This design comes from an exercise in tuning for a short achievable clock period and few clock cycles on the open sky130 flow, not from production work.
Where RTL was checked, it was by simulation tests only, not by an equivalence proof against the original.
No functional check of the RTL was part of runs 2 to 4.
No activity file was given, so power comes from the tool's default toggle rates.

File: config.mk
export PLATFORM = sky130hd
export DESIGN_NAME = cr16_core
export DESIGN_NICKNAME = cr16_core
export VERILOG_FILES = /design/flow/design.v
export SDC_FILE = /design/flow/constraint.sdc
export NUM_CORES = 4
export LEC_CHECK = 0
export CAP_MARGIN = 20
export CORE_MARGIN = 2
export CORE_UTILIZATION = 50
export SETUP_SLACK_MARGIN = 3.9
export SLEW_MARGIN = 20
export SYNTH_HIERARCHICAL = 1
export SYNTH_MINIMUM_KEEP_SIZE = 0
File: constraint.sdc
create_clock -name core_clock -period 6.0 [get_ports {I_CLK}]
set_input_delay 1.2000 -clock core_clock [delete_from_list [all_inputs] [get_ports {I_CLK}]]
set_output_delay 1.2000 -clock core_clock [all_outputs]
set_load 0.01 [all_outputs]
File: run.sh
#!/bin/bash
# synth_recipe.tcl (not shown) runs the flow's synth.tcl, then flattens the netlist and writes it again
# the make line also repeats each setting of config.mk as NAME=value (left out here)
make -C /OpenROAD-flow-scripts/flow DESIGN_CONFIG=/design/flow/config.mk WORK_HOME=/design/flow/orfs CLKGATE_MAP_FILE= SYNTH_SCRIPT=/design/flow/synth_recipe.tcl finish
File: design.v
localparam integer FLAG_C = 0;
localparam integer FLAG_L = 1;
localparam integer FLAG_F = 2;
localparam integer FLAG_Z = 3;
localparam integer FLAG_N = 4;
localparam logic [3:0] ST_FETCH      = 4'd0;
localparam logic [3:0] ST_FETCH_WAIT = 4'd1;
localparam logic [3:0] ST_DECODE     = 4'd2;
localparam logic [3:0] ST_EXEC       = 4'd3;
localparam logic [3:0] ST_MEM        = 4'd4;
localparam logic [3:0] ST_MEM_WAIT   = 4'd5;
localparam logic [3:0] COND_EQ = 4'b0000;
localparam logic [3:0] COND_NE = 4'b0001;
localparam logic [3:0] COND_CS = 4'b0010;
localparam logic [3:0] COND_CC = 4'b0011;
localparam logic [3:0] COND_FS = 4'b0100;
localparam logic [3:0] COND_FC = 4'b0101;
localparam logic [3:0] COND_LT = 4'b0110;
localparam logic [3:0] COND_LO = 4'b1000;
localparam logic [3:0] COND_GE = 4'b1011;
localparam logic [3:0] COND_HS = 4'b1101;
localparam logic [3:0] COND_UC = 4'b1110;
localparam logic [2:0] ALU_ADD  = 3'd0;
localparam logic [2:0] ALU_SUB  = 3'd1;
localparam logic [2:0] ALU_AND  = 3'd2;
localparam logic [2:0] ALU_OR   = 3'd3;
localparam logic [2:0] ALU_XOR  = 3'd4;
localparam logic [2:0] ALU_PASS = 3'd5;
localparam logic [3:0] OP_EXT   = 4'b0000;
localparam logic [3:0] OP_ADDI  = 4'b0001;
localparam logic [3:0] OP_SUBI  = 4'b0100;
localparam logic [3:0] OP_CMPI  = 4'b0101;
localparam logic [3:0] OP_ANDI  = 4'b0111;
localparam logic [3:0] OP_ORI   = 4'b1000;
localparam logic [3:0] OP_XORI  = 4'b1001;
localparam logic [3:0] OP_MOVIL = 4'b1010;
localparam logic [3:0] OP_MOVIU = 4'b1011;
localparam logic [3:0] OP_BCOND = 4'b1100;
localparam logic [3:0] OP_MEM   = 4'b1111;
localparam logic [3:0] EXT_ADD   = 4'b0000;
localparam logic [3:0] EXT_SUB   = 4'b0011;
localparam logic [3:0] EXT_CMP   = 4'b0100;
localparam logic [3:0] EXT_AND   = 4'b0110;
localparam logic [3:0] EXT_OR    = 4'b0111;
localparam logic [3:0] EXT_XOR   = 4'b1000;
localparam logic [3:0] EXT_MOV   = 4'b0001;
localparam logic [3:0] EXT_LOAD  = 4'b1010;
localparam logic [3:0] EXT_STORE = 4'b1011;
module cr16_alu (
    input  logic        sub,
    input  logic [3:0]  sel,       
    input  logic        pass,      
    input  logic [15:0] pa,
    input  logic [15:0] ga,
    input  logic [15:0] gs,
    input  logic [15:0] b,
    output logic [15:0] result,
    output logic [4:0]  flags
);
localparam integer FLAG_C = 0;
localparam integer FLAG_L = 1;
localparam integer FLAG_F = 2;
localparam integer FLAG_Z = 3;
localparam integer FLAG_N = 4;
localparam logic [3:0] ST_FETCH      = 4'd0;
localparam logic [3:0] ST_FETCH_WAIT = 4'd1;
localparam logic [3:0] ST_DECODE     = 4'd2;
localparam logic [3:0] ST_EXEC       = 4'd3;
localparam logic [3:0] ST_MEM        = 4'd4;
localparam logic [3:0] ST_MEM_WAIT   = 4'd5;
localparam logic [3:0] COND_EQ = 4'b0000;
localparam logic [3:0] COND_NE = 4'b0001;
localparam logic [3:0] COND_CS = 4'b0010;
localparam logic [3:0] COND_CC = 4'b0011;
localparam logic [3:0] COND_FS = 4'b0100;
localparam logic [3:0] COND_FC = 4'b0101;
localparam logic [3:0] COND_LT = 4'b0110;
localparam logic [3:0] COND_LO = 4'b1000;
localparam logic [3:0] COND_GE = 4'b1011;
localparam logic [3:0] COND_HS = 4'b1101;
localparam logic [3:0] COND_UC = 4'b1110;
localparam logic [2:0] ALU_ADD  = 3'd0;
localparam logic [2:0] ALU_SUB  = 3'd1;
localparam logic [2:0] ALU_AND  = 3'd2;
localparam logic [2:0] ALU_OR   = 3'd3;
localparam logic [2:0] ALU_XOR  = 3'd4;
localparam logic [2:0] ALU_PASS = 3'd5;
localparam logic [3:0] OP_EXT   = 4'b0000;
localparam logic [3:0] OP_ADDI  = 4'b0001;
localparam logic [3:0] OP_SUBI  = 4'b0100;
localparam logic [3:0] OP_CMPI  = 4'b0101;
localparam logic [3:0] OP_ANDI  = 4'b0111;
localparam logic [3:0] OP_ORI   = 4'b1000;
localparam logic [3:0] OP_XORI  = 4'b1001;
localparam logic [3:0] OP_MOVIL = 4'b1010;
localparam logic [3:0] OP_MOVIU = 4'b1011;
localparam logic [3:0] OP_BCOND = 4'b1100;
localparam logic [3:0] OP_MEM   = 4'b1111;
localparam logic [3:0] EXT_ADD   = 4'b0000;
localparam logic [3:0] EXT_SUB   = 4'b0011;
localparam logic [3:0] EXT_CMP   = 4'b0100;
localparam logic [3:0] EXT_AND   = 4'b0110;
localparam logic [3:0] EXT_OR    = 4'b0111;
localparam logic [3:0] EXT_XOR   = 4'b1000;
localparam logic [3:0] EXT_MOV   = 4'b0001;
localparam logic [3:0] EXT_LOAD  = 4'b1010;
localparam logic [3:0] EXT_STORE = 4'b1011;
    logic [15:0] ps, ta, sum_a, sum_s;
    logic [16:0] ca, cs;
    logic        zero_a, zero_s;
    assign ps = ~pa;
    assign ta = ga | pa;
    cr16_carry u_add (.cin(1'b0), .p(pa), .g(ga), .c(ca));
    cr16_carry u_sub (.cin(1'b1), .p(ps), .g(gs), .c(cs));
    assign sum_a = pa ^ ca[15:0];
    assign sum_s = ps ^ cs[15:0];
    assign zero_a = (pa == {ta[14:0], 1'b0});
    assign zero_s = (pa == 16'd0);
    always_comb begin
        flags = '0;
        if (sub) begin
            flags[FLAG_Z] = zero_s;
            flags[FLAG_F] = cs[16] ^ cs[15];
            flags[FLAG_C] = ~cs[16];
            flags[FLAG_L] = ~cs[16];
            flags[FLAG_N] = ps[15] ^ cs[16];
        end else begin
            flags[FLAG_Z] = zero_a;
            flags[FLAG_F] = ca[16] ^ ca[15];
            flags[FLAG_C] = ca[16];
        end
    end
    assign result = ({16{sel[0] & ~sub}} & sum_a) | ({16{sel[0] & sub}} & sum_s)
                    | ({16{sel[1]}} & ga) | ({16{sel[2]}} & ta)
                    | ({16{sel[3]}} & pa) | ({16{pass}} & b);
endmodule
module cr16_carry #(
    parameter int W = 16
) (
    input  logic         cin,
    input  logic [W-1:0] p,
    input  logic [W-1:0] g,
    output logic [W:0]   c
);
    localparam int L = (W + 1 <= 8) ? 3 : ((W + 1 <= 16) ? 4 : 5);
    logic [W:0] gg [L+1];
    logic [W:0] pp [L+1];
    assign gg[0] = {g, cin};
    assign pp[0] = {p, 1'b0};
    genvar l, k;
    generate
        for (l = 0; l < L; l++) begin : lvl
            for (k = 0; k <= W; k++) begin : pos
                if (k >= (1 << l)) begin : comb
                    assign gg[l+1][k] = gg[l][k] | (pp[l][k] & gg[l][k - (1 << l)]);
                    assign pp[l+1][k] = pp[l][k] & pp[l][k - (1 << l)];
                end else begin : pass_through
                    assign gg[l+1][k] = gg[l][k];
                    assign pp[l+1][k] = pp[l][k];
                end
            end
        end
    endgenerate
    assign c = gg[L];
endmodule
module cr16_decoder (
    input  logic [15:0] instr,
    input  logic [4:0]  flags,
    output logic        imm_sel,
    output logic [15:0] imm,
    output logic        sub,
    output logic [3:0]  sel,       
    output logic        pass,
    output logic        wreg,
    output logic        wflags,
    output logic        load,
    output logic        store,
    output logic        taken
);
localparam integer FLAG_C = 0;
localparam integer FLAG_L = 1;
localparam integer FLAG_F = 2;
localparam integer FLAG_Z = 3;
localparam integer FLAG_N = 4;
localparam logic [3:0] ST_FETCH      = 4'd0;
localparam logic [3:0] ST_FETCH_WAIT = 4'd1;
localparam logic [3:0] ST_DECODE     = 4'd2;
localparam logic [3:0] ST_EXEC       = 4'd3;
localparam logic [3:0] ST_MEM        = 4'd4;
localparam logic [3:0] ST_MEM_WAIT   = 4'd5;
localparam logic [3:0] COND_EQ = 4'b0000;
localparam logic [3:0] COND_NE = 4'b0001;
localparam logic [3:0] COND_CS = 4'b0010;
localparam logic [3:0] COND_CC = 4'b0011;
localparam logic [3:0] COND_FS = 4'b0100;
localparam logic [3:0] COND_FC = 4'b0101;
localparam logic [3:0] COND_LT = 4'b0110;
localparam logic [3:0] COND_LO = 4'b1000;
localparam logic [3:0] COND_GE = 4'b1011;
localparam logic [3:0] COND_HS = 4'b1101;
localparam logic [3:0] COND_UC = 4'b1110;
localparam logic [2:0] ALU_ADD  = 3'd0;
localparam logic [2:0] ALU_SUB  = 3'd1;
localparam logic [2:0] ALU_AND  = 3'd2;
localparam logic [2:0] ALU_OR   = 3'd3;
localparam logic [2:0] ALU_XOR  = 3'd4;
localparam logic [2:0] ALU_PASS = 3'd5;
localparam logic [3:0] OP_EXT   = 4'b0000;
localparam logic [3:0] OP_ADDI  = 4'b0001;
localparam logic [3:0] OP_SUBI  = 4'b0100;
localparam logic [3:0] OP_CMPI  = 4'b0101;
localparam logic [3:0] OP_ANDI  = 4'b0111;
localparam logic [3:0] OP_ORI   = 4'b1000;
localparam logic [3:0] OP_XORI  = 4'b1001;
localparam logic [3:0] OP_MOVIL = 4'b1010;
localparam logic [3:0] OP_MOVIU = 4'b1011;
localparam logic [3:0] OP_BCOND = 4'b1100;
localparam logic [3:0] OP_MEM   = 4'b1111;
localparam logic [3:0] EXT_ADD   = 4'b0000;
localparam logic [3:0] EXT_SUB   = 4'b0011;
localparam logic [3:0] EXT_CMP   = 4'b0100;
localparam logic [3:0] EXT_AND   = 4'b0110;
localparam logic [3:0] EXT_OR    = 4'b0111;
localparam logic [3:0] EXT_XOR   = 4'b1000;
localparam logic [3:0] EXT_MOV   = 4'b0001;
localparam logic [3:0] EXT_LOAD  = 4'b1010;
localparam logic [3:0] EXT_STORE = 4'b1011;
    logic [3:0] op, ext;
    logic       alu;
    assign op  = instr[15:12];
    assign ext = instr[7:4];
    always_comb begin
        alu    = 1'b1;
        sub    = 1'b0;
        sel    = 4'b0001;
        wflags = 1'b0;
        case (op)
            OP_EXT: begin
                case (ext)
                    EXT_ADD: wflags = 1'b1;
                    EXT_SUB, EXT_CMP: begin
                        sub    = 1'b1;
                        wflags = 1'b1;
                    end
                    EXT_AND: sel = 4'b0010;
                    EXT_OR: sel = 4'b0100;
                    EXT_XOR: sel = 4'b1000;
                    default: alu = 1'b0;
                endcase
            end
            OP_ADDI: wflags = 1'b1;
            OP_SUBI, OP_CMPI: begin
                sub    = 1'b1;
                wflags = 1'b1;
            end
            OP_ANDI: sel = 4'b0010;
            OP_ORI: sel = 4'b0100;
            OP_XORI: sel = 4'b1000;
            default: alu = 1'b0;
        endcase
        if (!alu) begin
            sel = 4'b0000;
        end
    end
    always_comb begin
        case (op)
            OP_ADDI, OP_SUBI, OP_CMPI: imm = {{8{instr[7]}}, instr[7:0]};
            OP_MOVIU: imm = {instr[7:0], 8'h00};
            default: imm = {8'h00, instr[7:0]};
        endcase
    end
    always_comb begin
        case (op)
            OP_ADDI, OP_SUBI, OP_CMPI, OP_ANDI, OP_ORI, OP_XORI, OP_MOVIL, OP_MOVIU:
                imm_sel = 1'b1;
            default: imm_sel = 1'b0;
        endcase
    end
    assign pass  = (op == OP_MEM && ext == EXT_MOV) || op == OP_MOVIL || op == OP_MOVIU;
    assign wreg  = (alu && !(op == OP_CMPI || (op == OP_EXT && ext == EXT_CMP))) || pass;
    assign load  = (op == OP_MEM) && (ext == EXT_LOAD);
    assign store = (op == OP_MEM) && (ext == EXT_STORE);
    always_comb begin
        case (instr[11:8])
            COND_EQ: taken = flags[FLAG_Z];
            COND_NE: taken = !flags[FLAG_Z];
            COND_CS: taken = flags[FLAG_C];
            COND_CC: taken = !flags[FLAG_C];
            COND_FS: taken = flags[FLAG_F];
            COND_FC: taken = !flags[FLAG_F];
            COND_LO: taken = flags[FLAG_L];
            COND_HS: taken = !flags[FLAG_L];
            COND_LT: taken = flags[FLAG_N];
            COND_GE: taken = !flags[FLAG_N];
            COND_UC: taken = 1'b1;
            default: taken = 1'b0;
        endcase
        taken = taken && op == OP_BCOND;
    end
endmodule
module cr16_regfile (
    input  logic        I_CLK,
    input  logic        I_NRESET,
    input  logic [15:0] ld_we,
    input  logic [15:0] ld_data,
    input  logic [15:0] fwd_sel,
    input  logic [15:0] fwd_data,
    input  logic [3:0]  raddr_a,
    input  logic [3:0]  raddr_b,
    output logic [15:0] rdata_a,
    output logic [15:0] rdata_b
);
    logic [15:0] regs [16];
    logic [255:0] view;
    always_ff @(posedge I_CLK or negedge I_NRESET) begin
        if (!I_NRESET) begin
            for (int i = 0; i < 16; i++) begin
                regs[i] <= '0;
            end
        end else begin
            for (int i = 0; i < 16; i++) begin
                if (ld_we[i]) begin
                    regs[i] <= ld_data;
                end else if (fwd_sel[i]) begin
                    regs[i] <= fwd_data;
                end
            end
        end
    end
    always_comb begin
        for (int i = 0; i < 16; i++) begin
            view[16*i +: 16] = fwd_sel[i] ? fwd_data : regs[i];
        end
    end
    cr16_read_port u_read_a (.addr(raddr_a), .view(view), .data(rdata_a));
    cr16_read_port u_read_b (.addr(raddr_b), .view(view), .data(rdata_b));
endmodule
module cr16_read_port (
    input  logic [3:0]   addr,
    input  logic [255:0] view,
    output logic [15:0]  data
);
    logic [15:0] lvl1 [4];
    always_comb begin
        for (int k = 0; k < 4; k++) begin
            case (addr[1:0])
                2'd0: lvl1[k] = view[16*(4*k+0) +: 16];
                2'd1: lvl1[k] = view[16*(4*k+1) +: 16];
                2'd2: lvl1[k] = view[16*(4*k+2) +: 16];
                default: lvl1[k] = view[16*(4*k+3) +: 16];
            endcase
        end
        case (addr[3:2])
            2'd0: data = lvl1[0];
            2'd1: data = lvl1[1];
            2'd2: data = lvl1[2];
            default: data = lvl1[3];
        endcase
    end
endmodule
module cr16_branch_target (
    input  logic [15:0] pc,
    input  logic [7:0]  imm8,
    output logic [15:0] tgt
);
    logic [15:0] p16, g16, unused;
    logic [8:0]  c, c_up, c_dn;
    logic [7:0]  p, g, hi, hi_up, hi_dn, thi, hi_c1, hi_c0;
    cr16_bit_xor u_xor (.a({8'd0, pc[7:0]}), .b({8'd0, imm8}), .y(p16));
    cr16_bit_and u_and (.a({8'd0, pc[7:0]}), .b({8'd0, imm8}), .y(g16), .yn(unused));
    assign p = p16[7:0];
    assign g = g16[7:0];
    cr16_carry #(.W(8)) u_lo (.cin(1'b1), .p(p), .g(g), .c(c));
    assign hi = pc[15:8];
    cr16_carry #(.W(8)) u_up (.cin(1'b1), .p(hi), .g(8'd0), .c(c_up));
    cr16_carry #(.W(8)) u_dn (.cin(1'b0), .p(~hi), .g(hi), .c(c_dn));
    assign hi_up = hi ^ c_up[7:0];
    assign hi_dn = ~hi ^ c_dn[7:0];
    assign hi_c1 = imm8[7] ? hi : hi_up;
    assign hi_c0 = imm8[7] ? hi_dn : hi;
    cr16_mux8 u_hi (.s(c[8]), .a(hi_c1), .b(hi_c0), .y(thi));
    assign tgt = {thi, p ^ c[7:0]};
endmodule
module cr16_mux8 (
    input  logic       s,
    input  logic [7:0] a,
    input  logic [7:0] b,
    output logic [7:0] y
);
    assign y = s ? a : b;
endmodule
module cr16_operands (
    input  logic [15:0] rf_a,
    input  logic [15:0] rf_b,
    input  logic        imm_sel,
    input  logic [15:0] imm,
    output logic [15:0] b,
    output logic [15:0] pa,    
    output logic [15:0] ga,    
    output logic [15:0] gs     
);
    assign b = imm_sel ? imm : rf_b;
    cr16_bit_xor u_xor (.a(rf_a), .b(b), .y(pa));
    cr16_bit_and u_and (.a(rf_a), .b(b), .y(ga), .yn(gs));
endmodule
module cr16_bit_xor (
    input  logic [15:0] a,
    input  logic [15:0] b,
    output logic [15:0] y
);
    assign y = a ^ b;
endmodule
module cr16_bit_and (
    input  logic [15:0] a,
    input  logic [15:0] b,
    output logic [15:0] y,     
    output logic [15:0] yn     
);
    assign y  = a & b;
    assign yn = a & ~b;
endmodule
module cr16_core #(
    parameter logic [15:0] P_RESET_VECTOR = 16'h0000
) (
    input  logic        I_CLK,
    input  logic        I_NRESET,
    input  logic        mem_ack,
    input  logic [15:0] mem_rdata,
    output logic        mem_req,
    output logic        mem_we,
    output logic [15:0] mem_addr,
    output logic [15:0] mem_wdata,
    output logic [4:0]  status_flags
);
localparam integer FLAG_C = 0;
localparam integer FLAG_L = 1;
localparam integer FLAG_F = 2;
localparam integer FLAG_Z = 3;
localparam integer FLAG_N = 4;
localparam logic [3:0] ST_FETCH      = 4'd0;
localparam logic [3:0] ST_FETCH_WAIT = 4'd1;
localparam logic [3:0] ST_DECODE     = 4'd2;
localparam logic [3:0] ST_EXEC       = 4'd3;
localparam logic [3:0] ST_MEM        = 4'd4;
localparam logic [3:0] ST_MEM_WAIT   = 4'd5;
localparam logic [3:0] COND_EQ = 4'b0000;
localparam logic [3:0] COND_NE = 4'b0001;
localparam logic [3:0] COND_CS = 4'b0010;
localparam logic [3:0] COND_CC = 4'b0011;
localparam logic [3:0] COND_FS = 4'b0100;
localparam logic [3:0] COND_FC = 4'b0101;
localparam logic [3:0] COND_LT = 4'b0110;
localparam logic [3:0] COND_LO = 4'b1000;
localparam logic [3:0] COND_GE = 4'b1011;
localparam logic [3:0] COND_HS = 4'b1101;
localparam logic [3:0] COND_UC = 4'b1110;
localparam logic [2:0] ALU_ADD  = 3'd0;
localparam logic [2:0] ALU_SUB  = 3'd1;
localparam logic [2:0] ALU_AND  = 3'd2;
localparam logic [2:0] ALU_OR   = 3'd3;
localparam logic [2:0] ALU_XOR  = 3'd4;
localparam logic [2:0] ALU_PASS = 3'd5;
localparam logic [3:0] OP_EXT   = 4'b0000;
localparam logic [3:0] OP_ADDI  = 4'b0001;
localparam logic [3:0] OP_SUBI  = 4'b0100;
localparam logic [3:0] OP_CMPI  = 4'b0101;
localparam logic [3:0] OP_ANDI  = 4'b0111;
localparam logic [3:0] OP_ORI   = 4'b1000;
localparam logic [3:0] OP_XORI  = 4'b1001;
localparam logic [3:0] OP_MOVIL = 4'b1010;
localparam logic [3:0] OP_MOVIU = 4'b1011;
localparam logic [3:0] OP_BCOND = 4'b1100;
localparam logic [3:0] OP_MEM   = 4'b1111;
localparam logic [3:0] EXT_ADD   = 4'b0000;
localparam logic [3:0] EXT_SUB   = 4'b0011;
localparam logic [3:0] EXT_CMP   = 4'b0100;
localparam logic [3:0] EXT_AND   = 4'b0110;
localparam logic [3:0] EXT_OR    = 4'b0111;
localparam logic [3:0] EXT_XOR   = 4'b1000;
localparam logic [3:0] EXT_MOV   = 4'b0001;
localparam logic [3:0] EXT_LOAD  = 4'b1010;
localparam logic [3:0] EXT_STORE = 4'b1011;
    logic        pend;        
    logic        tx_fetch;    
    logic        tx_load;     
    logic        exec;        
    logic        ld_pend;     
    logic        done;
    logic [15:0] pc;          
    logic [15:0] iw;          
    logic [15:0] op_a;        
    logic [15:0] op_b;        
    logic [15:0] op_pa;       
    logic [15:0] op_ga;       
    logic [15:0] op_gs;       
    logic [15:0] tgt;         
    logic        x_sub, x_pass, x_wreg, x_wflags;
    logic        x_load, x_store, x_jump, x_next;   
    logic [3:0]  x_sel;
    logic [15:0] d_imm, d_b, d_pa, d_ga, d_gs, d_tgt;
    logic        d_imm_sel, d_sub, d_pass, d_wreg, d_wflags, d_load, d_store, d_taken;
    logic [3:0]  d_sel;
    logic [15:0] rf_a, rf_b;
    logic [15:0] alu_result;
    logic [4:0]  alu_flags;
    logic [15:0] next_pc;
    logic [15:0] pc_inc;
    logic [16:0] inc_c;
    logic [15:0] res;         
    logic [15:0] res_sel;     
    logic [3:0]  ld_rd;
    logic [15:0] ld_we;
    assign done = mem_req && mem_ack;
    cr16_decoder u_decoder (
        .instr(mem_rdata), .flags(status_flags),
        .imm_sel(d_imm_sel), .imm(d_imm),
        .sub(d_sub), .sel(d_sel), .pass(d_pass), .wreg(d_wreg), .wflags(d_wflags),
        .load(d_load), .store(d_store), .taken(d_taken)
    );
    cr16_regfile u_regfile (
        .I_CLK(I_CLK), .I_NRESET(I_NRESET),
        .ld_we(ld_we), .ld_data(iw),
        .fwd_sel(res_sel), .fwd_data(res),
        .raddr_a(mem_rdata[11:8]), .raddr_b(mem_rdata[3:0]),
        .rdata_a(rf_a), .rdata_b(rf_b)
    );
    cr16_operands u_operands (
        .rf_a(rf_a), .rf_b(rf_b), .imm_sel(d_imm_sel), .imm(d_imm),
        .b(d_b), .pa(d_pa), .ga(d_ga), .gs(d_gs)
    );
    cr16_branch_target u_target (.pc(pc), .imm8(mem_rdata[7:0]), .tgt(d_tgt));
    always_ff @(posedge I_CLK or negedge I_NRESET) begin
        if (!I_NRESET) begin
            iw       <= '0;
            op_a     <= '0;
            op_b     <= '0;
            op_pa    <= '0;
            op_ga    <= '0;
            op_gs    <= '0;
            tgt      <= '0;
            x_sub    <= 1'b0;
            x_sel    <= '0;
            x_pass   <= 1'b0;
            x_wreg   <= 1'b0;
            x_wflags <= 1'b0;
            x_load   <= 1'b0;
            x_store  <= 1'b0;
            x_jump   <= 1'b0;
            x_next   <= 1'b0;
        end else begin
            iw       <= mem_rdata;
            op_a     <= rf_a;
            op_b     <= d_b;
            op_pa    <= d_pa;
            op_ga    <= d_ga;
            op_gs    <= d_gs;
            tgt      <= d_tgt;
            x_sub    <= d_sub;
            x_sel    <= d_sel;
            x_pass   <= d_pass;
            x_wreg   <= d_wreg;
            x_wflags <= d_wflags;
            x_load   <= d_load;
            x_store  <= d_store;
            x_jump   <= d_taken;
            x_next   <= !(d_load || d_store || d_taken);
        end
    end
    cr16_alu u_alu (
        .sub(x_sub), .sel(x_sel), .pass(x_pass), .pa(op_pa), .ga(op_ga), .gs(op_gs),
        .b(op_b),
        .result(alu_result), .flags(alu_flags)
    );
    assign next_pc = x_jump ? tgt : pc;
    cr16_carry u_inc (.cin(1'b1), .p(pc), .g(16'd0), .c(inc_c));
    assign pc_inc = pc ^ inc_c[15:0];
    always_comb begin
        for (int i = 0; i < 16; i++) begin
            ld_we[i] = ld_pend && ld_rd == 4'(i);
        end
    end
    always_ff @(posedge I_CLK or negedge I_NRESET) begin
        if (!I_NRESET) begin
            pend         <= 1'b1;
            tx_fetch     <= 1'b1;
            tx_load      <= 1'b0;
            exec         <= 1'b0;
            ld_pend      <= 1'b0;
            mem_req      <= 1'b0;
            mem_we       <= 1'b0;
            mem_addr     <= P_RESET_VECTOR;
            mem_wdata    <= '0;
            pc           <= P_RESET_VECTOR;
            status_flags <= '0;
            ld_rd        <= '0;
            res          <= '0;
            res_sel      <= '0;
        end else begin
            exec    <= done && tx_fetch;
            ld_pend <= done && !tx_fetch && tx_load;
            res     <= alu_result;
            for (int i = 0; i < 16; i++) begin
                res_sel[i] <= exec && x_wreg && iw[11:8] == 4'(i);
            end
            if (done) begin
                mem_req <= 1'b0;
                pend    <= 1'b1;
            end else if (pend && !mem_ack) begin
                mem_req <= 1'b1;
                pend    <= 1'b0;
            end
            if (done && tx_fetch) begin
                pc <= pc_inc;
            end
            if (done && !tx_fetch) begin
                tx_fetch <= 1'b1;
            end
            if (exec) begin
                pc <= next_pc;
                if (x_wflags) begin
                    status_flags <= alu_flags;
                end
                tx_fetch  <= !(x_load || x_store);
                tx_load   <= x_load;
                ld_rd     <= iw[11:8];
                mem_we    <= x_store;
                mem_addr  <= ({16{x_store}} & op_a) | ({16{x_load}} & op_b)
                             | ({16{x_jump}} & tgt) | ({16{x_next}} & pc);
                mem_wdata <= op_b;
            end else if (!mem_req && tx_fetch) begin
                mem_we   <= 1'b0;
                mem_addr <= pc;
            end
        end
    end
endmodule
==> impl_metrics.csv, run 1 <==
group,metric,value,unit
die,ioPinCount,58,
worst_setup_path,worst-path-max-fanout,2,
die,dieHeight,246,µm
worst_setup_path,timing.critical_path.arrival,1.26,ns
drt,vias,20472,
layout,post_route_cells_drive_above_1_share,50.2,%
sta,achievable-frequency,406,MHz
power,swShare,29.2,%
die,initial_utilization,50.6,%
layout,num-nets-final,2463,
logic_synthesis,synth_area_per_cell,12.8,µm²
power,cell_internal_pwr,7000,µW
placed_design,port-buffer-count,57,
cts,cts_made_buffers,54,
layout,final_cell_mix,"sky130_fd_sc_hd__dfrtp_1 (434), sky130_fd_sc_hd__mux2_2 (348), sky130_fd_sc_hd__mux2_4 (192), sky130_fd_sc_hd__buf_4 (128), sky130_fd_sc_hd__mux4_2 (126)",
drt,detailedRoute.firstIterationViolations,1852,
hold_path,hold_path_startpoint,"mem_wdata[0]",
worst_setup_path,startpoint_type,"flop",
grt,globalRouteTotalUtil,30.6,%
power,sequential_power_share,39.9,%
worst_setup_path,crit_required,4.80,ns
sta,final_period_minus_worst_setup_slack,2.46,ns
worst_setup_path,critical-path-max-stage-delay,0.41,ns
grt,antenna_found_initial,2,
die,core_area,57700,µm²
power,clockPowerShare,38.8,%
worst_setup_path,cp_slowest_cell,"sky130_fd_sc_hd__dfrtp_1",
cts,cts_htree_levels,2,
cts,ctsRootBufferMaster,"sky130_fd_sc_hd__clkbuf_16",
worst_setup_path,crit_path_end_kind,"output port",
sta,tightest_slew,1.00,ns
power,vdd.ir_drop.worst,0.268,mV
worst_setup_path,critical_path_class,"flop to output port",
layout,filler_cell_count,4537,
layout,area_of_the_multi_input_gates,16700,µm²
die,fp-row-count,88,
power,power_density,285,nW/µm²
logic_synthesis,synth-warning-count,19,
sta,report.final.hold_viol_count,0,
grt,first_global_vias,20468,
power,net-switching-power,2880,µW
cts,path_clk_slew,0.06,ns
placed_design,place.gp.congestion,0.857,
cts,ctsHoldBuffers,0,
flow_run,timing.max_cap.violations,0,
sta,slew_headroom,33.0,%
layout,most_frequent_standard_cell_in_the_layout_excluding_fill_and_tap_cells,"sky130_fd_sc_hd__dfrtp_1",
power,static-leakage-power,0.0159,µW
placed_design,place_hpwl,55.8,mm
layout,fin_area,34700,µm²
logic_synthesis,synthesis.instances,2274,
drt,route.antenna.remaining_nets,0,
layout,seqCellArea,12000,µm²
worst_setup_path,cpLargestDelayFamily,"flip-flops",
drt,vias_per_cell,6.29,
power,comb_power_share,21.3,%
die,die_width,246,µm
layout,largest-register,"u_regfile.regs",
worst_setup_path,critical_path.cell_chain,"buf_12 -> buf_6",
cts,cts.path.max_buffers,3,
hold_path,worst_hold_path_type,"flop to flop",
layout,area_growth_syn_to_layout,18.9,%
sta,rsz0062_at_grt,"true",
grt,globalRoute.totalOverflow,0,
logic_synthesis,synth_cell_area,29200,µm²
sta,worst_clock_skew,0.0216,ns
worst_setup_path,cp_num_buf_inv,2,
drt,drt-total-wl,92.6,mm
placed_design,placed_area,30000,µm²
drt,drt_pre_antenna_iters,5,
cts,num_clock_sinks,476,
drt,detail_route.drc_violations,0,
grt,grt_pass1_wl,136,mm
cts,clk_latency,0.62,ns
sta,maxSlewViolCount,0,
sta,final_worst_path_period_share,41.0,%
worst_setup_path,reg2reg_from,"res_sel[7]",
status,run_status,"no timing/DRC/antenna violations",
die,die_area,60300,µm²
drt,routed_wire_length_per_instance,28.5,µm
grt,grt_start_max_net_pins,167,
worst_setup_path,critical_path.startpoint,"mem_req",
layout,antenna-diode-count,0,
layout,largest_reg_flops,256,
sta,final-setup-viol-count,0,
sta,fin_tns_setup,0,ns
cts,cts_tree,"built",
layout,final_core_utilization,60.2,%
## final timing paths
kind	end	slack, ns	cells after the start
setup / recovery	mem_req	3.54	2
hold / removal	mem_wdata[0]	0.48	1
setup reg to reg	op_pa[9]	3.54	7
hold reg to reg	mem_wdata[0]	0.48	1
max in group asynchronous	res[12]	4.33	2
min in group asynchronous	pc[13]	0.61	1
## power groups by stage
stage	Clock [µW]	Combinational (µW)	Sequential, µW
after detailed placement	0	1750	4020
after CTS	3890	1990	3920
after global placement	0	1720	4010
after global routing	4040	2280	3970
final	3840	2100	3940
after floorplan	0	1280	3840
## worst register-to-register path, delay by kind of cell, from the launching register on
kind	cells	cell delay, ns
AOI/OAI and AO/OA	1	0.23
DFF	1	0.54
buffers and inverters	1	0.18
muxes	3	1.11
xor gates and xnor gates	1	0.15
and+or+nand+nor	1	0.12
## cell type report
class	count	share of cell area, %
clock inverters	30	1.56
clock buffers	70	4.39
flip-flops and latches	476	34.5
inverters	28	0.310
well taps	765	2.76
multi-input cells	1626	48.1
repair buffers	258	8.36
## per-stage QoR
| stage | power (µW) | hold WS [ns] | setup WS [ns] | instances |
|---|---|---|---|---|
| finish | 9880 | 0.480 | 3.54 | 3253 |
| global route | 10300 | 0.506 | 3.50 | 3253 |
| CTS | 9800 | 0.483 | 3.51 | 3210 |
| detailed placement | 5770 | 0.474 | 1.93 | 3003 |
| global placement | 5720 | 0.467 | 1.99 | 3002 |
| floorplan | 5120 | 0.450 | 3.26 | 2332 |
## repair_timing
| action | in CTS | in global routing |
|---|---|---|
| setup endpoints to repair | 324 | 582 |
| pin swaps | 51 | 44 |
| setup buffers | 98 | 39 |
| cloned | 9 | 4 |
| gates resized for setup | 446 | 85 |
## routing by layer
metal / GRT usage, % / vias up / share of wire [%]
met1: 43.0 / 10606 / 42
met4: 11.7 / 2 / 4.5
li1: - / 8729 / -
met5: 0 / - / 0.011
met2: 47.7 / 919 / 46
met3: 5.03 / 216 / 8.2
Testbench counts, summed over its fixed seeds: cycles 53,159.
==> run 2, diff against run 1 <==
--- a/design.v
+++ b/design.v
@@ -298,12 +298,82 @@
         taken = taken && op == OP_BCOND;
     end
 endmodule
+module cr16_dest_decode (
+    input  logic [15:0] instr,
+    output logic [15:0] dest
+);
+localparam integer FLAG_C = 0;
+localparam integer FLAG_L = 1;
+localparam integer FLAG_F = 2;
+localparam integer FLAG_Z = 3;
+localparam integer FLAG_N = 4;
+localparam logic [3:0] ST_FETCH      = 4'd0;
+localparam logic [3:0] ST_FETCH_WAIT = 4'd1;
+localparam logic [3:0] ST_DECODE     = 4'd2;
+localparam logic [3:0] ST_EXEC       = 4'd3;
+localparam logic [3:0] ST_MEM        = 4'd4;
+localparam logic [3:0] ST_MEM_WAIT   = 4'd5;
+localparam logic [3:0] COND_EQ = 4'b0000;
+localparam logic [3:0] COND_NE = 4'b0001;
+localparam logic [3:0] COND_CS = 4'b0010;
+localparam logic [3:0] COND_CC = 4'b0011;
+localparam logic [3:0] COND_FS = 4'b0100;
+localparam logic [3:0] COND_FC = 4'b0101;
+localparam logic [3:0] COND_LT = 4'b0110;
+localparam logic [3:0] COND_LO = 4'b1000;
+localparam logic [3:0] COND_GE = 4'b1011;
+localparam logic [3:0] COND_HS = 4'b1101;
+localparam logic [3:0] COND_UC = 4'b1110;
+localparam logic [2:0] ALU_ADD  = 3'd0;
+localparam logic [2:0] ALU_SUB  = 3'd1;
+localparam logic [2:0] ALU_AND  = 3'd2;
+localparam logic [2:0] ALU_OR   = 3'd3;
+localparam logic [2:0] ALU_XOR  = 3'd4;
+localparam logic [2:0] ALU_PASS = 3'd5;
+localparam logic [3:0] OP_EXT   = 4'b0000;
+localparam logic [3:0] OP_ADDI  = 4'b0001;
+localparam logic [3:0] OP_SUBI  = 4'b0100;
+localparam logic [3:0] OP_CMPI  = 4'b0101;
+localparam logic [3:0] OP_ANDI  = 4'b0111;
+localparam logic [3:0] OP_ORI   = 4'b1000;
+localparam logic [3:0] OP_XORI  = 4'b1001;
+localparam logic [3:0] OP_MOVIL = 4'b1010;
+localparam logic [3:0] OP_MOVIU = 4'b1011;
+localparam logic [3:0] OP_BCOND = 4'b1100;
+localparam logic [3:0] OP_MEM   = 4'b1111;
+localparam logic [3:0] EXT_ADD   = 4'b0000;
+localparam logic [3:0] EXT_SUB   = 4'b0011;
+localparam logic [3:0] EXT_CMP   = 4'b0100;
+localparam logic [3:0] EXT_AND   = 4'b0110;
+localparam logic [3:0] EXT_OR    = 4'b0111;
+localparam logic [3:0] EXT_XOR   = 4'b1000;
+localparam logic [3:0] EXT_MOV   = 4'b0001;
+localparam logic [3:0] EXT_LOAD  = 4'b1010;
+localparam logic [3:0] EXT_STORE = 4'b1011;
+    logic [3:0] op, ext;
+    logic       wreg;
+    assign op  = instr[15:12];
+    assign ext = instr[7:4];
+    always_comb begin
+        case (op)
+            OP_EXT: wreg = ext == EXT_ADD || ext == EXT_SUB || ext == EXT_AND
+                           || ext == EXT_OR || ext == EXT_XOR;
+            OP_ADDI, OP_SUBI, OP_ANDI, OP_ORI, OP_XORI, OP_MOVIL, OP_MOVIU: wreg = 1'b1;
+            OP_MEM: wreg = ext == EXT_MOV;
+            default: wreg = 1'b0;
+        endcase
+        for (int i = 0; i < 16; i++) begin
+            dest[i] = wreg && instr[11:8] == 4'(i);
+        end
+    end
+endmodule
 module cr16_regfile (
     input  logic        I_CLK,
     input  logic        I_NRESET,
     input  logic [15:0] ld_we,
     input  logic [15:0] ld_data,
     input  logic [15:0] fwd_sel,
+    input  logic [15:0] view_sel,
     input  logic [15:0] fwd_data,
     input  logic [3:0]  raddr_a,
     input  logic [3:0]  raddr_b,
@@ -329,7 +399,7 @@
     end
     always_comb begin
         for (int i = 0; i < 16; i++) begin
-            view[16*i +: 16] = fwd_sel[i] ? fwd_data : regs[i];
+            view[16*i +: 16] = view_sel[i] ? fwd_data : regs[i];
         end
     end
     cr16_read_port u_read_a (.addr(raddr_a), .view(view), .data(rdata_a));
@@ -508,6 +578,7 @@
     logic [16:0] inc_c;
     logic [15:0] res;         
     logic [15:0] res_sel;     
+    logic [15:0] view_sel;    
     logic [3:0]  ld_rd;
     logic [15:0] ld_we;
     assign done = mem_req && mem_ack;
@@ -520,7 +591,7 @@
     cr16_regfile u_regfile (
         .I_CLK(I_CLK), .I_NRESET(I_NRESET),
         .ld_we(ld_we), .ld_data(iw),
-        .fwd_sel(res_sel), .fwd_data(res),
+        .fwd_sel(res_sel), .view_sel(view_sel), .fwd_data(res),
         .raddr_a(mem_rdata[11:8]), .raddr_b(mem_rdata[3:0]),
         .rdata_a(rf_a), .rdata_b(rf_b)
     );
@@ -528,6 +599,8 @@
         .rf_a(rf_a), .rf_b(rf_b), .imm_sel(d_imm_sel), .imm(d_imm),
         .b(d_b), .pa(d_pa), .ga(d_ga), .gs(d_gs)
     );
+    logic [15:0] d_dest;
+    cr16_dest_decode u_dest (.instr(mem_rdata), .dest(d_dest));
     cr16_branch_target u_target (.pc(pc), .imm8(mem_rdata[7:0]), .tgt(d_tgt));
     always_ff @(posedge I_CLK or negedge I_NRESET) begin
         if (!I_NRESET) begin
@@ -595,6 +668,7 @@
             ld_rd        <= '0;
             res          <= '0;
             res_sel      <= '0;
+            view_sel     <= '0;
         end else begin
             exec    <= done && tx_fetch;
             ld_pend <= done && !tx_fetch && tx_load;
@@ -602,6 +676,11 @@
             for (int i = 0; i < 16; i++) begin
                 res_sel[i] <= exec && x_wreg && iw[11:8] == 4'(i);
             end
+            if (done && tx_fetch) begin
+                view_sel <= d_dest;
+            end else if (!exec) begin
+                view_sel <= '0;
+            end
             if (done) begin
                 mem_req <= 1'b0;
                 pend    <= 1'b1;
--- a/config.mk
+++ b/config.mk
@@ -8,7 +8,7 @@
 export CAP_MARGIN = 20
 export CORE_MARGIN = 2
 export CORE_UTILIZATION = 50
-export SETUP_SLACK_MARGIN = 3.9
+export SETUP_SLACK_MARGIN = 3.7
 export SLEW_MARGIN = 20
 export SYNTH_HIERARCHICAL = 1
 export SYNTH_MINIMUM_KEEP_SIZE = 0
==> impl_metrics.csv, run 2 <==
group,metric,value,unit
power,vdd.ir_drop.worst,0.248,mV
power,finalPower,9900,µW
layout,largest_reg_flops,256,
flow_run,timing.max_cap.violations,0,
drt,routed_wire_length_per_instance,27.9,µm
die,fp-row-count,92,
worst_setup_path,crit-reg2reg-capture,"op_pa[3]",
cts,cts_tree,"built",
cts,num_clock_sinks,492,
logic_synthesis,synth-warning-count,20,
layout,layout.cells.non_filler,3981,
worst_setup_path,reg2reg_from,"res[3]",
sta,report.final.hold_viol_count,0,
drt,route.antenna.remaining_nets,0,
layout,most_frequent_standard_cell_in_the_layout_excluding_fill_and_tap_cells,"sky130_fd_sc_hd__dfrtp_1",
die,dieHeight,257,µm
sta,final_worst_path_period_share,42.9,%
drt,drt-total-wl,111,mm
worst_setup_path,critical_path.startpoint,"res[3]",
sta,slew_headroom,16.8,%
placed_design,place.gp.congestion,0.993,
logic_synthesis,synth_area_per_cell,10.7,µm²
hold_path,number_of_cells_on_the_worst_hold_path,1,
sta,maxSlewViolCount,0,
die,initial_utilization,50.7,%
worst_setup_path,rrSetupSlack,3.43,ns
cts,cts_made_buffers,57,
grt,globalRouteTotalUtil,33.0,%
sta,fin_tns_setup,0,ns
sta,final_period_minus_worst_setup_slack,2.57,ns
die,die_area,66200,µm²
power,power_density,267,nW/µm²
layout,final_core_utilization,58.6,%
sta,tightest_slew,1.25,ns
grt,grt_pass1_wl,163,mm
worst_setup_path,critical_path_class,"flop to flop",
drt,detail_route.drc_violations,0,
worst_setup_path,startpoint_type,"flop",
cts,ctsRootBufferMaster,"sky130_fd_sc_hd__clkbuf_16",
worst_setup_path,crit_required,6.49,ns
worst_setup_path,end_of_the_critical_path,"op_pa[3]",
logic_synthesis,synthesis.instances,2989,
placed_design,numPlacedInstances,3703,
cts,path_clk_slew,0.06,ns
drt,drt_pre_antenna_iters,6,
layout,num-nets-final,3106,
grt,globalRoute.totalOverflow,0,
sta,rsz0062_at_grt,"true",
drt,detailedRoute.firstIterationViolations,2536,
sta,achievable-frequency,389,MHz
cts,cts.path.max_buffers,3,
cts,ctsHoldBuffers,0,
layout,final_cell_mix,"sky130_fd_sc_hd__dfrtp_1 (451), sky130_fd_sc_hd__nand2_1 (391), sky130_fd_sc_hd__mux2_2 (276), sky130_fd_sc_hd__mux2i_1 (271), sky130_fd_sc_hd__o21ai_1 (225)",
worst_setup_path,crit_path_end_kind,"flop",
placed_design,place_hpwl,69.6,mm
placed_design,port-buffer-count,57,
drt,vias,24913,
hold_path,worst_hold_path_type,"flop to flop",
power,static-leakage-power,0.0157,µW
die,die_width,257,µm
layout,area_growth_syn_to_layout,15.5,%
sta,worst_clock_skew,0.0420,ns
grt,first_global_vias,24503,
logic_synthesis,synth_cell_area,32100,µm²
worst_setup_path,timing.critical_path.arrival,3.06,ns
grt,grt_start_max_net_pins,123,
status,run_status,"no timing/DRC/antenna violations",
layout,post_route_cells_drive_above_1_share,33.2,%
cts,cts_htree_levels,2,
drt,vias_per_cell,6.26,
grt,antenna_found_initial,1,
worst_setup_path,worst-path-max-fanout,17,
sta,final-setup-viol-count,0,
die,ioPinCount,58,
cts,clk_latency,0.65,ns
layout,largest-register,"u_regfile.regs",
worst_setup_path,reg2reg_depth,6,
die,core_area,63200,µm²
-- run 2: how the worst min path moves through the flow --
stage / start / end / slack [ns]
2_1_floorplan: tx_load / tx_load / 0.47
3_3_place_gp: mem_wdata[6] / mem_wdata[6] / 0.47
3_5_place_dp: mem_wdata[6] / mem_wdata[6] / 0.48
4_1_cts: mem_wdata[6] / mem_wdata[6] / 0.48
5_1_grt: mem_wdata[6] / mem_wdata[6] / 0.49
6_report: mem_wdata[6] / mem_wdata[6] / 0.48
-- run 2: what timing repair did --
item / 4_1_cts / 5_1_grt
endpoints found under the setup margin: 172 / 153
pin swaps: 32 / 36
cloned: 8 / 5
buffers inserted: 110 / 48
resized for setup: 381 / 107
-- run 2: routing by layer --
metal	track usage (%)	share of wire (%)
met1	44.1	40
met4	17.3	6.0
met2	51.0	45
met3	6.44	8.7
met5	0	0.012
-- run 2: area by class of cell --
cell class	instances	area (µm²)
fillers	5213	26200
multi-input cells	2222	18400
flip-flops and latches	492	12400
repair buffers	286	3100
clock buffers	77	1650
well taps	846	1060
clock inverters	29	304
inverters	28	105
diodes	1	2.50
-- run 2: stage by stage --
| stage | setup WS, ns | hold slack, ns | cell area (µm²) |
|---|---|---|---|
| 6_report | 3.43 | 0.477 | 37000 |
| 5_1_grt | 3.40 | 0.493 | 37000 |
| 4_1_cts | 3.48 | 0.484 | 36100 |
| 3_5_place_dp | 1.77 | 0.475 | 32400 |
| 3_3_place_gp | 1.79 | 0.468 | 32300 |
| 2_1_floorplan | 3.26 | 0.473 | 32400 |
-- run 2: worst max-delay path: stages (launching register included) --
cell and delay, ns:
sky130_fd_sc_hd__dfrtp_4 0.64, sky130_fd_sc_hd__mux2_2 0.35, sky130_fd_sc_hd__mux4_2 0.50, sky130_fd_sc_hd__a22oi_2 0.34, sky130_fd_sc_hd__nand2_2 0.15, sky130_fd_sc_hd__mux2_4 0.31, sky130_fd_sc_hd__xor2_1 0.15
-- run 2: power breakdown --
part	internal (µW)	switching (µW)
Clock	2150	1500
Sequential	3610	462
Combinational	1100	1070
==> run 3, diff against run 2 <==
--- a/design.v
+++ b/design.v
@@ -298,9 +298,9 @@
         taken = taken && op == OP_BCOND;
     end
 endmodule
-module cr16_dest_decode (
-    input  logic [15:0] instr,
-    output logic [15:0] dest
+module cr16_imm_select (
+    input  logic [3:0] op,
+    output logic       imm_sel
 );
 localparam integer FLAG_C = 0;
 localparam integer FLAG_L = 1;
@@ -350,21 +350,12 @@
 localparam logic [3:0] EXT_MOV   = 4'b0001;
 localparam logic [3:0] EXT_LOAD  = 4'b1010;
 localparam logic [3:0] EXT_STORE = 4'b1011;
-    logic [3:0] op, ext;
-    logic       wreg;
-    assign op  = instr[15:12];
-    assign ext = instr[7:4];
     always_comb begin
         case (op)
-            OP_EXT: wreg = ext == EXT_ADD || ext == EXT_SUB || ext == EXT_AND
-                           || ext == EXT_OR || ext == EXT_XOR;
-            OP_ADDI, OP_SUBI, OP_ANDI, OP_ORI, OP_XORI, OP_MOVIL, OP_MOVIU: wreg = 1'b1;
-            OP_MEM: wreg = ext == EXT_MOV;
-            default: wreg = 1'b0;
+            OP_ADDI, OP_SUBI, OP_CMPI, OP_ANDI, OP_ORI, OP_XORI, OP_MOVIL, OP_MOVIU:
+                imm_sel = 1'b1;
+            default: imm_sel = 1'b0;
         endcase
-        for (int i = 0; i < 16; i++) begin
-            dest[i] = wreg && instr[11:8] == 4'(i);
-        end
     end
 endmodule
 module cr16_regfile (
@@ -373,10 +364,11 @@
     input  logic [15:0] ld_we,
     input  logic [15:0] ld_data,
     input  logic [15:0] fwd_sel,
-    input  logic [15:0] view_sel,
     input  logic [15:0] fwd_data,
     input  logic [3:0]  raddr_a,
     input  logic [3:0]  raddr_b,
+    input  logic        imm_sel,
+    input  logic [15:0] imm,
     output logic [15:0] rdata_a,
     output logic [15:0] rdata_b
 );
@@ -399,11 +391,13 @@
     end
     always_comb begin
         for (int i = 0; i < 16; i++) begin
-            view[16*i +: 16] = view_sel[i] ? fwd_data : regs[i];
+            view[16*i +: 16] = fwd_sel[i] ? fwd_data : regs[i];
         end
     end
     cr16_read_port u_read_a (.addr(raddr_a), .view(view), .data(rdata_a));
-    cr16_read_port u_read_b (.addr(raddr_b), .view(view), .data(rdata_b));
+    cr16_read_port_imm u_read_b (
+        .addr(raddr_b), .imm_sel(imm_sel), .imm(imm), .view(view), .data(rdata_b)
+    );
 endmodule
 module cr16_read_port (
     input  logic [3:0]   addr,
@@ -428,6 +422,31 @@
         endcase
     end
 endmodule
+module cr16_read_port_imm (
+    input  logic [3:0]   addr,
+    input  logic         imm_sel,
+    input  logic [15:0]  imm,
+    input  logic [255:0] view,
+    output logic [15:0]  data
+);
+    logic [15:0] lvl1 [4];
+    logic [3:0]  hsel;
+    always_comb begin
+        for (int k = 0; k < 4; k++) begin
+            case (addr[1:0])
+                2'd0: lvl1[k] = view[16*(4*k+0) +: 16];
+                2'd1: lvl1[k] = view[16*(4*k+1) +: 16];
+                2'd2: lvl1[k] = view[16*(4*k+2) +: 16];
+                default: lvl1[k] = view[16*(4*k+3) +: 16];
+            endcase
+            hsel[k] = addr[3:2] == 2'(k) && !imm_sel;
+        end
+        data = {16{imm_sel}} & imm;
+        for (int k = 0; k < 4; k++) begin
+            data = data | ({16{hsel[k]}} & lvl1[k]);
+        end
+    end
+endmodule
 module cr16_branch_target (
     input  logic [15:0] pc,
     input  logic [7:0]  imm8,
@@ -461,15 +480,11 @@
 endmodule
 module cr16_operands (
     input  logic [15:0] rf_a,
-    input  logic [15:0] rf_b,
-    input  logic        imm_sel,
-    input  logic [15:0] imm,
-    output logic [15:0] b,
+    input  logic [15:0] b,
     output logic [15:0] pa,    
     output logic [15:0] ga,    
     output logic [15:0] gs     
 );
-    assign b = imm_sel ? imm : rf_b;
     cr16_bit_xor u_xor (.a(rf_a), .b(b), .y(pa));
     cr16_bit_and u_and (.a(rf_a), .b(b), .y(ga), .yn(gs));
 endmodule
@@ -554,7 +569,6 @@
     logic        tx_fetch;    
     logic        tx_load;     
     logic        exec;        
-    logic        ld_pend;     
     logic        done;
     logic [15:0] pc;          
     logic [15:0] iw;          
@@ -570,7 +584,8 @@
     logic [15:0] d_imm, d_b, d_pa, d_ga, d_gs, d_tgt;
     logic        d_imm_sel, d_sub, d_pass, d_wreg, d_wflags, d_load, d_store, d_taken;
     logic [3:0]  d_sel;
-    logic [15:0] rf_a, rf_b;
+    logic [15:0] rf_a;
+    logic        r_imm_sel;   
     logic [15:0] alu_result;
     logic [4:0]  alu_flags;
     logic [15:0] next_pc;
@@ -578,9 +593,8 @@
     logic [16:0] inc_c;
     logic [15:0] res;         
     logic [15:0] res_sel;     
-    logic [15:0] view_sel;    
     logic [3:0]  ld_rd;
-    logic [15:0] ld_we;
+    logic [15:0] ld_we;       
     assign done = mem_req && mem_ack;
     cr16_decoder u_decoder (
         .instr(mem_rdata), .flags(status_flags),
@@ -588,19 +602,18 @@
         .sub(d_sub), .sel(d_sel), .pass(d_pass), .wreg(d_wreg), .wflags(d_wflags),
         .load(d_load), .store(d_store), .taken(d_taken)
     );
+    cr16_imm_select u_imm_select (.op(mem_rdata[15:12]), .imm_sel(r_imm_sel));
     cr16_regfile u_regfile (
         .I_CLK(I_CLK), .I_NRESET(I_NRESET),
         .ld_we(ld_we), .ld_data(iw),
-        .fwd_sel(res_sel), .view_sel(view_sel), .fwd_data(res),
+        .fwd_sel(res_sel), .fwd_data(res),
         .raddr_a(mem_rdata[11:8]), .raddr_b(mem_rdata[3:0]),
-        .rdata_a(rf_a), .rdata_b(rf_b)
+        .imm_sel(r_imm_sel), .imm(d_imm),
+        .rdata_a(rf_a), .rdata_b(d_b)
     );
     cr16_operands u_operands (
-        .rf_a(rf_a), .rf_b(rf_b), .imm_sel(d_imm_sel), .imm(d_imm),
-        .b(d_b), .pa(d_pa), .ga(d_ga), .gs(d_gs)
+        .rf_a(rf_a), .b(d_b), .pa(d_pa), .ga(d_ga), .gs(d_gs)
     );
-    logic [15:0] d_dest;
-    cr16_dest_decode u_dest (.instr(mem_rdata), .dest(d_dest));
     cr16_branch_target u_target (.pc(pc), .imm8(mem_rdata[7:0]), .tgt(d_tgt));
     always_ff @(posedge I_CLK or negedge I_NRESET) begin
         if (!I_NRESET) begin
@@ -647,18 +660,12 @@
     assign next_pc = x_jump ? tgt : pc;
     cr16_carry u_inc (.cin(1'b1), .p(pc), .g(16'd0), .c(inc_c));
     assign pc_inc = pc ^ inc_c[15:0];
-    always_comb begin
-        for (int i = 0; i < 16; i++) begin
-            ld_we[i] = ld_pend && ld_rd == 4'(i);
-        end
-    end
     always_ff @(posedge I_CLK or negedge I_NRESET) begin
         if (!I_NRESET) begin
             pend         <= 1'b1;
             tx_fetch     <= 1'b1;
             tx_load      <= 1'b0;
             exec         <= 1'b0;
-            ld_pend      <= 1'b0;
             mem_req      <= 1'b0;
             mem_we       <= 1'b0;
             mem_addr     <= P_RESET_VECTOR;
@@ -666,21 +673,18 @@
             pc           <= P_RESET_VECTOR;
             status_flags <= '0;
             ld_rd        <= '0;
+            ld_we        <= '0;
             res          <= '0;
             res_sel      <= '0;
-            view_sel     <= '0;
         end else begin
             exec    <= done && tx_fetch;
-            ld_pend <= done && !tx_fetch && tx_load;
+            for (int i = 0; i < 16; i++) begin
+                ld_we[i] <= done && !tx_fetch && tx_load && ld_rd == 4'(i);
+            end
             res     <= alu_result;
             for (int i = 0; i < 16; i++) begin
                 res_sel[i] <= exec && x_wreg && iw[11:8] == 4'(i);
             end
-            if (done && tx_fetch) begin
-                view_sel <= d_dest;
-            end else if (!exec) begin
-                view_sel <= '0;
-            end
             if (done) begin
                 mem_req <= 1'b0;
                 pend    <= 1'b1;
==> impl_metrics.csv, run 3 <==
group,metric,value,unit
status,run_status,"no timing/DRC/antenna violations",
worst_setup_path,timing.critical_path.arrival,1.21,ns
layout,fin_area,34300,µm²
worst_setup_path,crit_path_end_kind,"output port",
power,cell_internal_pwr,6840,µW
layout,num-nets-final,2462,
layout,filler_cell_count,4610,
logic_synthesis,synth-warning-count,22,
grt,grt_pass1_wl,140,mm
cts,ctsRootBufferMaster,"sky130_fd_sc_hd__clkbuf_16",
sta,fin_tns_setup,0,ns
logic_synthesis,synth_area_per_cell,12.8,µm²
placed_design,place_hpwl,57.8,mm
sta,maxSlewViolCount,0,
drt,vias_per_cell,6.35,
power,swShare,29.8,%
power,finalPower,9730,µW
layout,area_of_the_multi_input_gates,16400,µm²
layout,final_cell_mix,"sky130_fd_sc_hd__dfrtp_1 (453), sky130_fd_sc_hd__mux2_2 (391), sky130_fd_sc_hd__mux2_4 (170), sky130_fd_sc_hd__mux4_2 (127), sky130_fd_sc_hd__buf_4 (120)",
sta,fin_worst_hold_slack,0.505,ns
sta,slew_headroom,22.7,%
cts,cts_htree_levels,2,
drt,detailroute.wirelength.met2,43.7,mm
drt,drt_pre_antenna_iters,6,
hold_path,worst_hold_path_type,"flop to flop",
layout,seqCellArea,12400,µm²
worst_setup_path,cp_num_buf_inv,1,
cts,ctsHoldBuffers,0,
cts,path_clk_slew,0.06,ns
grt,first_global_vias,20349,
drt,routed_wire_length_per_instance,29.6,µm
sta,rsz0062_at_grt,"true",
drt,route.antenna.remaining_nets,0,
grt,globalRouteTotalUtil,31.6,%
drt,wl_met3,8.37,mm
die,fp-row-count,88,
die,die_width,247,µm
drt,drt-total-wl,96.3,mm
die,core_area,57900,µm²
power,comb_power_share,20.8,%
power,net-switching-power,2900,µW
layout,post_route_cells_drive_above_1_share,47.5,%
sta,tightest_slew,1.16,ns
worst_setup_path,cpLargestDelayFamily,"flip-flops",
cts,cts.path.max_buffers,3,
drt,topRoutingLayerUsed,"met4",
placed_design,placed_area,30400,µm²
layout,largest_reg_flops,256,
grt,globalRoute.totalOverflow,0,
power,sequential_power_share,41.9,%
power,clockPowerShare,37.2,%
worst_setup_path,crit_required,4.80,ns
worst_setup_path,critical_path_class,"flop to output port",
worst_setup_path,worst-path-max-fanout,2,
flow_run,timing.max_cap.violations,0,
sta,final_period_minus_worst_setup_slack,2.41,ns
die,ioPinCount,58,
sta,achievable-frequency,414,MHz
logic_synthesis,synthesis.instances,2296,
sta,report.final.hold_viol_count,0,
grt,antenna_found_initial,2,
worst_setup_path,startpoint_type,"flop",
layout,most_frequent_standard_cell_in_the_layout_excluding_fill_and_tap_cells,"sky130_fd_sc_hd__dfrtp_1",
power,power_density,283,nW/µm²
die,dieHeight,247,µm
placed_design,port-buffer-count,57,
worst_setup_path,critical-path-max-stage-delay,0.48,ns
layout,final_core_utilization,59.3,%
sta,final_worst_path_period_share,40.2,%
cts,num_clock_sinks,491,
worst_setup_path,critical_path.cell_chain,"buf_6",
power,vdd.ir_drop.worst,0.238,mV
sta,final-setup-viol-count,0,
worst_setup_path,cp_slowest_cell,"sky130_fd_sc_hd__dfrtp_4",
die,initial_utilization,50.8,%
cts,cts_tree,"built",
layout,largest-register,"u_regfile.regs",
cts,cts_made_buffers,56,
drt,detail_route.drc_violations,0,
drt,detailedRoute.firstIterationViolations,2227,
drt,met1_length,40.6,mm
placed_design,place.gp.congestion,0.899,
layout,area_growth_syn_to_layout,16.7,%
die,die_area,60800,µm²
drt,vias,20672,
logic_synthesis,synth_cell_area,29400,µm²
sta,worst_clock_skew,0.0178,ns
cts,clk_latency,0.62,ns
power,static-leakage-power,0.0158,µW
grt,grt_start_max_net_pins,126,
run 3: layout make-up:
cell class                      count  area share (%)
Clock buffer                       73            4.56
Sequential cell                   491            36.0
Inverter                           29           0.317
Multi-Input combinational cell   1635            47.7
Tap cell                          765            2.79
Clock inverter                     31            1.08
Antenna cell                        1         0.00729
Timing Repair Buffer              230            7.55
run 3: metrics by stage:
step / cells / setup WS [ns]
global placement: 3025 / 1.95
CTS: 3206 / 3.55
detailed placement: 3027 / 1.82
floorplan: 2354 / 3.40
global route: 3254 / 3.55
finish: 3255 / 3.59
run 3: layer usage:
layer / up-vias / track usage (%)
met5: - / 0
met4: 0 / 10.8
met3: 205 / 5.56
met2: 977 / 48.5
met1: 10757 / 45.1
li1: 8733 / -
run 3: repair_timing:
action / 4_1_cts / 5_1_grt
cloned: 11 / 6
setup buffers: 64 / 42
pin swaps: 22 / 34
setup endpoints to repair: 170 / 112
resized for setup: 355 / 94
run 3: worst paths after layout:
check	from	end	slack, ns	depth (start not counted)
max in group asynchronous	I_NRESET	res_sel[14]	3.97	2
min reg2reg	mem_wdata[13]	mem_wdata[13]	0.50	1
max	mem_req	mem_req	3.59	1
min	mem_wdata[13]	mem_wdata[13]	0.50	1
max reg2reg	op_pa[8]	res[14]	3.70	11
min in group asynchronous	I_NRESET	pc[12]	0.63	1
run 3: power by group through the flow:
stage	logic (µW)	registers, µW	clock network, µW
after floorplan	1280	3940	0
after global placement	1700	4120	0
after detailed placement	1740	4130	0
after CTS	1870	4060	3680
after global routing	2200	4130	3820
final	2030	4080	3620
==> run 4, diff against run 3 <==
--- a/design.v
+++ b/design.v
@@ -114,8 +114,7 @@
     cr16_carry u_sub (.cin(1'b1), .p(ps), .g(gs), .c(cs));
     assign sum_a = pa ^ ca[15:0];
     assign sum_s = ps ^ cs[15:0];
-    assign zero_a = (pa == {ta[14:0], 1'b0});
-    assign zero_s = (pa == 16'd0);
+    cr16_zero u_zero (.pa(pa), .ta(ta), .zero_a(zero_a), .zero_s(zero_s));
     always_comb begin
         flags = '0;
         if (sub) begin
@@ -134,6 +133,15 @@
                     | ({16{sel[1]}} & ga) | ({16{sel[2]}} & ta)
                     | ({16{sel[3]}} & pa) | ({16{pass}} & b);
 endmodule
+module cr16_zero (
+    input  logic [15:0] pa,
+    input  logic [15:0] ta,
+    output logic        zero_a,
+    output logic        zero_s
+);
+    assign zero_a = (pa == {ta[14:0], 1'b0});
+    assign zero_s = (pa == 16'd0);
+endmodule
 module cr16_carry #(
     parameter int W = 16
 ) (
==> impl_metrics.csv, run 4 <==
group,metric,value,unit
die,die_width,247,µm
worst_setup_path,cp_slowest_cell,"sky130_fd_sc_hd__dfrtp_1",
layout,largest-register,"u_regfile.regs",
worst_setup_path,critical_path.cell_chain,"buf_12 -> buf_6",
power,static-leakage-power,0.0161,µW
power,net-switching-power,2880,µW
layout,post_route_cells_drive_above_1_share,49.2,%
grt,globalRouteTotalUtil,31.0,%
logic_synthesis,synth_area_per_cell,12.8,µm²
logic_synthesis,synthesis.instances,2309,
layout,layout.cells.non_filler,3313,
grt,grt-busiest-layer,"met2",
sta,fin_worst_hold_slack,0.507,ns
drt,drt_pre_antenna_iters,9,
cts,num_clock_sinks,491,
worst_setup_path,startpoint_type,"flop",
worst_setup_path,critical_path_class,"flop to output port",
worst_setup_path,cp_num_buf_inv,2,
logic_synthesis,synth_cell_area,29600,µm²
sta,worst_clock_skew,0.0220,ns
power,clockPowerShare,36.3,%
layout,antenna-diode-count,0,
grt,grt_pass1_wl,139,mm
cts,cts.path.max_buffers,3,
power,sequential_power_share,42.4,%
die,initial_utilization,50.4,%
worst_setup_path,cpLargestDelayFamily,"flip-flops",
grt,globalRoute.totalOverflow,0,
worst_setup_path,crit_path_end_kind,"output port",
layout,largest_reg_flops,256,
worst_setup_path,timing.critical_path.arrival,1.28,ns
die,dieHeight,247,µm
sta,fin_tns_setup,0,ns
worst_setup_path,worst-path-max-fanout,2,
sta,tightest_slew,1.13,ns
grt,grtUsageMet2,49.4,%
power,power_density,276,nW/µm²
power,comb_power_share,21.3,%
die,die_area,61200,µm²
sta,slew_headroom,24.6,%
cts,path_clk_slew,0.06,ns
layout,num-nets-final,2513,
grt,groute.layer.met1.usage,42.5,%
status,run_status,"no timing/DRC/antenna violations",
cts,ctsRootBufferMaster,"sky130_fd_sc_hd__clkbuf_16",
layout,most_frequent_standard_cell_in_the_layout_excluding_fill_and_tap_cells,"sky130_fd_sc_hd__dfrtp_1",
die,ioPinCount,58,
drt,drt-total-wl,95.4,mm
placed_design,place.gp.congestion,0.903,
grt,grt_start_max_net_pins,129,
sta,final_worst_path_period_share,41.3,%
layout,final_cell_mix,"sky130_fd_sc_hd__dfrtp_1 (460), sky130_fd_sc_hd__mux2_2 (392), sky130_fd_sc_hd__mux2_4 (169), sky130_fd_sc_hd__buf_4 (141), sky130_fd_sc_hd__mux4_2 (127)",
drt,vias_per_cell,6.29,
hold_path,worst_hold_path_type,"flop to flop",
placed_design,numPlacedInstances,3058,
logic_synthesis,synth-warning-count,22,
worst_setup_path,crit_required,4.80,ns
sta,final-setup-viol-count,0,
cts,clk_latency,0.64,ns
drt,detail_route.drc_violations,0,
cts,cts_htree_levels,2,
drt,vias,20849,
drt,routed_wire_length_per_instance,28.8,µm
placed_design,place_hpwl,58.7,mm
die,fp-row-count,89,
sta,rsz0062_at_grt,"true",
layout,fin_area,34900,µm²
layout,area_growth_syn_to_layout,17.6,%
flow_run,timing.max_cap.violations,0,
layout,filler_cell_count,4626,
cts,cts_made_buffers,56,
layout,final_core_utilization,59.3,%
placed_design,placed_area,30600,µm²
power,vdd.ir_drop.worst,0.300,mV
drt,detailedRoute.firstIterationViolations,1900,
placed_design,port-buffer-count,57,
drt,route.antenna.remaining_nets,0,
worst_setup_path,critical-path-max-stage-delay,0.41,ns
sta,report.final.hold_viol_count,0,
cts,cts_tree,"built",
grt,first_global_vias,20754,
die,core_area,58800,µm²
sta,achievable-frequency,403,MHz
power,cell_internal_pwr,6760,µW
power,swShare,29.9,%
sta,final_period_minus_worst_setup_slack,2.48,ns
grt,grtUsageMet3,5.06,%
sta,maxSlewViolCount,0,
grt,antenna_found_initial,6,
## run 4: cell type report
type | count | area [µm²] | share of cell area [%]
sequential | 491 | 12300 | 35.4
clock inverter | 23 | 254 | 0.729
multi-input combinational | 1653 | 16800 | 48.2
timing repair buffer | 263 | 2780 | 7.97
tap | 773 | 967 | 2.78
inverter | 29 | 111 | 0.320
clock buffer | 81 | 1630 | 4.66
## run 4: worst register-to-register path, cell delays in order (launching register included)
cell	delay (ns)
sky130_fd_sc_hd__dfrtp_1	0.42
sky130_fd_sc_hd__a21o_1	0.20
sky130_fd_sc_hd__a21o_1	0.16
sky130_fd_sc_hd__a221o_1	0.37
sky130_fd_sc_hd__or2_4	0.28
sky130_fd_sc_hd__o31a_1	0.27
sky130_fd_sc_hd__nor2b_4	0.14
sky130_fd_sc_hd__o211ai_2	0.13
sky130_fd_sc_hd__or3b_1	0.35
## run 4: path summary, 6_finish.rpt
path	start	end	slack [ns]	cells after the start
max	mem_req	mem_req	3.52	2
min reg2reg	mem_wdata[10]	mem_wdata[10]	0.51	1
max reg2reg	op_ga[7]	res[14]	3.56	8
min	mem_wdata[10]	mem_wdata[10]	0.51	1
min in group asynchronous	I_NRESET	pc[13]	0.52	1
max in group asynchronous	I_NRESET	res_sel[15]	4.18	2
## run 4: stage by stage
| step | worst slack [ns] | power, µW |
|---|---|---|
| after floorplan | 3.40 | 5230 |
| after global placement | 1.79 | 5840 |
| after detailed placement | 1.67 | 5890 |
| after CTS | 3.50 | 9540 |
| after global routing | 3.48 | 10100 |
| final | 3.52 | 9630 |
## run 4: repair_timing
action | in CTS | in global routing
pin swaps | 39 | 62
endpoints found under the setup margin | 151 | 117
hold buffers | 0 | 0
setup buffers | 81 | 59
cloned | 8 | 3
gates resized for setup | 349 | 113
## run 4: per-layer routing
layer	up-vias	wire length, µm
met5	-	13
met4	2	4250
met2	911	44400
met3	229	7080
li1	8868	-
met1	10839	39700
## run 4: power by group through the flow
stage	Clock [µW]	Sequential, µW	Combinational [µW]
after floorplan	0	3950	1280
after global placement	0	4120	1720
after detailed placement	0	4130	1760
after CTS	3550	4070	1920
after global routing	3700	4130	2230
final	3500	4080	2060

## static timing again, ports no longer ideal
The results above use ideal ports. As a check the final layouts listed here were re-extracted and re-timed, cells and wires unchanged.
Step 1 assumes that a clkbuf_16 drives the clock port and a buf_2 every other input.
Step 2 times the ports against the registers' clock, not the clock port: input delays grow and output delays shrink by t, the midpoint of the rising clock arrivals with the driver on.
Three values: ideal ports, drivers, drivers and shift; two values: the first two.
run | shift t [ns] | setup slack, ns | worst hold slack (ns) | worst setup path at the end | slew at the worst register clock pin (ns)
run 1 | 0.668 | 3.540 / 3.253 / 2.585 | 0.480 / 0.480 / 0.480 | input to register | 0.06 / 0.06
run 2 | 0.688 | 3.428 / 3.116 / 2.428 | 0.477 / 0.477 / 0.477 | input to register | 0.07 / 0.07
run 3 | 0.677 | 3.586 / 3.522 / 2.886 | 0.505 / 0.505 / 0.505 | input to register | 0.06 / 0.06
run 4 | 0.695 | 3.521 / 3.456 / 2.877 | 0.507 / 0.504 / 0.507 | input to register | 0.06 / 0.06
After both steps every run listed still meets setup and hold. For run 2, which loses most, drivers alone change the setup slack by -0.312 ns; drivers and shift together by -1.000 ns.
